This is an optimization exercise on Yosys and OpenROAD, whose aim is small area, a short achievable clock period and few clock cycles per item, not a production implementation. The RTL was checked by simulation tests, not by an equivalence proof against the original design. Power and IR drop assume default switching activity.

==> inputs of 08-24 <==
Design collision_scheduler, start of the top module:
module collision_scheduler #(
  parameter int MAX_LINES = 51,
  parameter int CW        = 8,
  parameter int IDW       = 8
) (
  input  logic              clk,
  input  logic              reset,
  input  logic              in_val,
  output logic              in_rdy,
  input  logic [CW-1:0]     x1,
  input  logic [CW-1:0]     y1,
  input  logic [CW-1:0]     z1,
  input  logic [CW-1:0]     x2,
  input  logic [CW-1:0]     y2,
  input  logic [CW-1:0]     z2,
  input  logic              clr,
  output logic              chk_req,
  output logic [6*CW-1:0]   chk_a,
  output logic [6*CW-1:0]   chk_b,
  input  logic              chk_ack,
  input  logic              chk_hit,
  output logic              out_val,
  output logic [IDW-1:0]    lineID,
  output logic              collide,
  output logic [IDW-1:0]    collide_cnt,
  output logic              full,
  output logic              busy
);
  localparam int SW = 6 * CW;
  localparam int AW = (MAX_LINES > 1) ? $clog2(MAX_LINES) : 1;
  typedef enum logic [1:0] {
    IDLE,
    SCAN,
    CHECK,
    REPORT
  } state_t;
  state_t               state, state_d;
  logic [IDW-1:0]       ct;
  logic [IDW-1:0]       i;
  logic [IDW-1:0]       limit;
  logic [SW-1:0]        cur;
  logic [SW-1:0]        seg;
  logic [SW-1:0]        mem [MAX_LINES];
  logic [MAX_LINES-1:0] flag;
  logic                 accept;
  logic                 at_limit;
  logic                 cur_flagged;
  assign seg         = {x1, y1, z1, x2, y2, z2};
  assign limit       = ct - IDW'(1);
  assign at_limit    = (i == limit);
  assign cur_flagged = flag[i[AW-1:0]];
  assign full        = (ct == IDW'(MAX_LINES));
  assign accept      = (state == IDLE) && in_val && !full && !clr;
  always_comb begin
    state_d = state;
    case (state)
      IDLE: begin
        if (accept) state_d = SCAN;
      end
      SCAN: begin
        if (at_limit)          state_d = REPORT;
  ...
==> module collision_scheduler, before the edit <==
module collision_scheduler #(
  parameter int MAX_LINES = 51,
  parameter int CW        = 8,
  parameter int IDW       = 8
) (
  input  logic              clk,
  input  logic              reset,
  input  logic              in_val,
  output logic              in_rdy,
  input  logic [CW-1:0]     x1,
  input  logic [CW-1:0]     y1,
  input  logic [CW-1:0]     z1,
  input  logic [CW-1:0]     x2,
  input  logic [CW-1:0]     y2,
  input  logic [CW-1:0]     z2,
  input  logic              clr,
  output logic              chk_req,
  output logic [6*CW-1:0]   chk_a,
  output logic [6*CW-1:0]   chk_b,
  input  logic              chk_ack,
  input  logic              chk_hit,
  output logic              out_val,
  output logic [IDW-1:0]    lineID,
  output logic              collide,
  output logic [IDW-1:0]    collide_cnt,
  output logic              full,
  output logic              busy
);
  localparam int SW = 6 * CW;
  localparam int AW = (MAX_LINES > 1) ? $clog2(MAX_LINES) : 1;
  typedef enum logic [1:0] {
    IDLE,
    SCAN,
    CHECK,
    REPORT
  } state_t;
  state_t               state, state_d;
  logic [IDW-1:0]       ct;
  logic [IDW-1:0]       i;
  logic [IDW-1:0]       limit;
  logic [SW-1:0]        cur;
  logic [SW-1:0]        seg;
  logic [SW-1:0]        mem [MAX_LINES];
  logic [MAX_LINES-1:0] flag;
  logic                 accept;
  logic                 at_limit;
  logic                 cur_flagged;
  assign seg         = {x1, y1, z1, x2, y2, z2};
  assign limit       = ct - IDW'(1);
  assign at_limit    = (i == limit);
  assign cur_flagged = flag[i[AW-1:0]];
  assign full        = (ct == IDW'(MAX_LINES));
  assign accept      = (state == IDLE) && in_val && !full && !clr;
  always_comb begin
    state_d = state;
    case (state)
      IDLE: begin
        if (accept) state_d = SCAN;
      end
      SCAN: begin
        if (at_limit)          state_d = REPORT;
        else if (!cur_flagged) state_d = CHECK;
      end
      CHECK: begin
        if (chk_ack) state_d = chk_hit ? REPORT : SCAN;
      end
      REPORT: begin
        state_d = IDLE;
      end
      default: state_d = IDLE;
    endcase
    if (clr) state_d = IDLE;
  end
  always_comb begin
    in_rdy  = 1'b0;
    chk_req = 1'b0;
    chk_a   = '0;
    chk_b   = '0;
    out_val = 1'b0;
    busy    = (state != IDLE);
    case (state)
      IDLE:   in_rdy  = !full;
      CHECK: begin
        chk_req = 1'b1;
        chk_a   = cur;
        chk_b   = mem[i[AW-1:0]];
      end
      REPORT: out_val = 1'b1;
      default: ;
    endcase
  end
  always_ff @(posedge clk or negedge reset) begin
    if (!reset) state <= IDLE;
    else        state <= state_d;
  end
  always_ff @(posedge clk or negedge reset) begin
    if (!reset) begin
      ct          <= '0;
      i           <= '0;
      flag        <= '0;
      cur         <= '0;
      collide     <= 1'b0;
      collide_cnt <= '0;
      lineID      <= '0;
    end else if (clr) begin
      ct          <= '0;
      i           <= '0;
      flag        <= '0;
      collide     <= 1'b0;
      collide_cnt <= '0;
      lineID      <= '0;
    end else begin
      case (state)
        IDLE: begin
          if (accept) begin
            cur              <= seg;
            flag[ct[AW-1:0]] <= 1'b0;
            ct               <= ct + IDW'(1);
            i                <= '0;
          end
        end
        SCAN: begin
          if (at_limit) begin
            collide <= 1'b0;
            lineID  <= ct;
          end else if (cur_flagged) begin
            i <= i + IDW'(1);
          end
        end
        CHECK: begin
          if (chk_ack) begin
            if (chk_hit) begin
              flag[limit[AW-1:0]] <= 1'b1;
              collide             <= 1'b1;
              lineID              <= ct;
            end else begin
              i <= i + IDW'(1);
            end
          end
        end
        REPORT: begin
          if (collide && (collide_cnt != '1)) collide_cnt <= collide_cnt + IDW'(1);
        end
        default: ;
      endcase
    end
  end
  always_ff @(posedge clk) begin
    if (accept) mem[ct[AW-1:0]] <= seg;
  end
endmodule
clock: 6.0 ns
lec_check: 0
cap_margin: 20
core_margin: 2
core_utilization: 40
slew_margin: 20
run.sh (not shown) runs the stock make flow with config.mk's settings and CLKGATE_MAP_FILE= SYNTH_SCRIPT=/design/flow/synth_recipe.tcl, a recipe that flattens the netlist after the stock synthesis.
==> inputs of 11-23, as changes to 08-24 <==
==> flow/design.v (replaced) <==
module collision_scheduler #(
  parameter int MAX_LINES = 51,
  parameter int CW        = 8,
  parameter int IDW       = 8
) (
  input  logic              clk,
  input  logic              reset,
  input  logic              in_val,
  output logic              in_rdy,
  input  logic [CW-1:0]     x1,
  input  logic [CW-1:0]     y1,
  input  logic [CW-1:0]     z1,
  input  logic [CW-1:0]     x2,
  input  logic [CW-1:0]     y2,
  input  logic [CW-1:0]     z2,
  input  logic              clr,
  output logic              chk_req,
  output logic [6*CW-1:0]   chk_a,
  output logic [6*CW-1:0]   chk_b,
  input  logic              chk_ack,
  input  logic              chk_hit,
  output logic              out_val,
  output logic [IDW-1:0]    lineID,
  output logic              collide,
  output logic [IDW-1:0]    collide_cnt,
  output logic              full,
  output logic              busy
);
  localparam int SW = 6 * CW;
  localparam int NL = MAX_LINES;
  localparam int AW = $clog2(MAX_LINES + 1);
  localparam int LV = $clog2(MAX_LINES);
  logic [SW-1:0]  seg;
  logic [NL-1:0][SW-1:0] mem;
  logic [AW-1:0]  ct;         
  logic [AW-1:0]  rid;        
  logic           curv;       
  logic           nxtv;       
  logic           bv;         
  logic           nv;         
  logic [SW-1:0]  cur, nxt, bq;
  logic [NL-1:0]  elig;       
  logic [NL-1:0]  nsel;       
  logic [NL-1:0]  rest;       
  logic           ov_q, col_q, rdy_q, req_q, full_q, busy_q;
  logic [IDW-1:0] lid_q, cnt_q;
  assign seg         = {x1, y1, z1, x2, y2, z2};
  assign in_rdy      = rdy_q;
  assign chk_req     = req_q;
  assign chk_a       = cur;
  assign chk_b       = bq;
  assign out_val     = ov_q;
  assign lineID      = lid_q;
  assign collide     = col_q;
  assign collide_cnt = cnt_q;
  assign full        = full_q;
  assign busy        = busy_q;
  function automatic logic [NL-1:0] lowest(input logic [NL-1:0] v);
    logic [NL-1:0] p;
    p = v;
    for (int k = 0; k < LV; k++)
      p = p | (p << (1 << k));
    lowest = v & ~(p << 1);
  endfunction
  logic [SW-1:0] rd;
  always_comb begin
    rd = '0;
    for (int j = 0; j < NL; j++)
      rd = rd | (mem[j] & {SW{nsel[j]}});
  end
  logic          fire, hit, res, step, accept;
  logic [NL-1:0] e_hi, e_hi_low, r_low, rid_oh;
  assign fire     = req_q && chk_ack;
  assign hit      = fire && chk_hit;
  assign step     = fire && !chk_hit && nv;
  assign res      = (fire && (chk_hit || !nv)) || (curv && !bv);
  assign accept   = in_val && rdy_q;
  assign e_hi     = {elig[NL-1:1], 1'b0};
  assign e_hi_low = lowest(e_hi);
  assign r_low    = lowest(rest);
  always_comb begin
    rid_oh = '0;
    rid_oh[rid[LV-1:0]] = 1'b1;
  end
  logic           curv_n, nxtv_n, ov_n;
  logic [AW-1:0]  ct_n;
  assign curv_n = res ? (nxtv || accept) : (curv || accept);
  assign nxtv_n = nxtv ? !res : (curv && !res && accept);
  assign ct_n   = ct + AW'(accept);
  assign ov_n   = res;
  always_ff @(posedge clk or negedge reset) begin
    if (!reset) begin
      ct     <= '0;
      rid    <= '0;
      curv   <= 1'b0;
      nxtv   <= 1'b0;
      bv     <= 1'b0;
      nv     <= 1'b0;
      elig   <= '0;
      nsel   <= '0;
      rest   <= '0;
      ov_q   <= 1'b0;
      rdy_q  <= 1'b1;
      req_q  <= 1'b0;
      full_q <= 1'b0;
      busy_q <= 1'b0;
      cnt_q  <= '0;
    end else if (clr) begin
      ct     <= '0;
      rid    <= '0;
      curv   <= 1'b0;
      nxtv   <= 1'b0;
      bv     <= 1'b0;
      nv     <= 1'b0;
      elig   <= '0;
      nsel   <= '0;
      rest   <= '0;
      ov_q   <= 1'b0;
      rdy_q  <= 1'b1;
      req_q  <= 1'b0;
      full_q <= 1'b0;
      busy_q <= 1'b0;
      cnt_q  <= '0;
    end else begin
      ct     <= ct_n;
      curv   <= curv_n;
      nxtv   <= nxtv_n;
      ov_q   <= ov_n;
      rdy_q  <= (ct_n != AW'(NL)) && !nxtv_n;
      full_q <= (ct_n == AW'(NL));
      busy_q <= curv_n || nxtv_n || ov_n;
      req_q  <= curv_n && (bv || res);
      if (ov_q && col_q && (cnt_q != '1)) cnt_q <= cnt_q + IDW'(1);
      if (res) begin
        rid <= rid + AW'(1);
        bv  <= 1'b1;
        if (hit) begin
          nsel <= e_hi_low;
          rest <= e_hi & ~e_hi_low;
          nv   <= |e_hi;
        end else begin
          elig <= elig | rid_oh;
          nsel <= {{(NL-1){1'b0}}, elig[0]};
          rest <= e_hi;
          nv   <= elig[0];
        end
      end else if (step) begin
        nsel <= r_low;
        rest <= rest & ~r_low;
        nv   <= |rest;
      end
    end
  end
  always_ff @(posedge clk) begin
    if (res || !curv) cur <= nxtv ? nxt : seg;
    if (!nxtv)        nxt <= seg;
    if (res) begin
      bq    <= hit ? mem[0] : cur;
      lid_q <= IDW'(rid) + IDW'(1);
      col_q <= hit;
    end else if (step) begin
      bq <= rd;
    end
  end
  always_ff @(posedge clk) begin
    for (int j = 0; j < NL; j++)
      if (ct == AW'(j)) mem[j] <= seg;
  end
endmodule
==> summary.txt <==
| quantity | 11-23 | 08-24 |
|---|---|---|
| Fraction of final layout cells sized beyond drive strength 1 | 12.96% | 27.67% |
| CP max FO | 27 | 41 |
| Clock-cell share of area | 7.600% | 7.450% |
| Area after detailed placement | 109000 um2 | 108500 um2 |
| Post-synthesis simple-gate area fraction | 5.239% | 2.881% |
| Power dissipated in sequential cells | 22.1 mW | 20.2 mW |
| Fill cell count | 21490 | 20460 |
| Slowest cell on the critical path | sky130_fd_sc_hd__buf_4 | sky130_fd_sc_hd__dfrtp_4 |
| Crit share post-route | 57.08% | 95.53% |
| Nets | 6167 | 5116 |
| Final clock skew | 0.05481 ns | 0.05371 ns |
| Global-route wire length before repair | 547000 um | 397000 um |
| Worst reg2reg path endpoint | mem[2013] | mem[15][36] |
| Met1 Wirelength | 142800 um | 114300 um |
| Fraction of standard cell area that is sequential | 69.75% | 65.55% |
| Result of the run | timing/DRC/antenna clean | timing/DRC/antenna clean |
| Count of antenna diodes in the layout | 19 | 2 |
| Mean post-synth cell area | 17.67 um2 | 21.70 um2 |
Testbench counts of 08-24, summed over its fixed seeds: cycles 120,250, items 2,933.
Testbench counts of 11-23, summed over its fixed seeds: cycles 51,900, items 2,933.

==> afterwards: timing with drivers on the ports <==
How much do the figures lean on ideal ports? The routed layouts below were timed once more, with nothing changed but the port constraints.
Step 1, drivers: a clkbuf_16 drives clk and a buf_2 each remaining input, both assumed.
Step 2, shift: input delay + t, output delay - t, t = (earliest + latest rising clock arrival at the registers) / 2. This alone moves slack from input paths to output paths.
Slacks: ideal ports / drivers / drivers and shift; pairs: ideal ports / drivers.
| run | t, ns | setup slack, ns | worst setup path after step 2 | latest minus earliest clock arrival (ns) | worst slew at a driven data input, ns |
|---|---|---|---|---|---|
| 08-24 | 1.002 | 0.268 / 0.170 / 0.814 | input to register | 0.066 / 0.067 | 0.16 |
| 11-23 | 1.035 | 2.575 / 2.473 / 1.661 | input to register | 0.064 / 0.065 | 0.25 |
After both steps every run listed still meets setup and hold. The setup slack of 11-23, which loses most, moves by -0.102 ns with the drivers and by -0.914 ns with both steps.
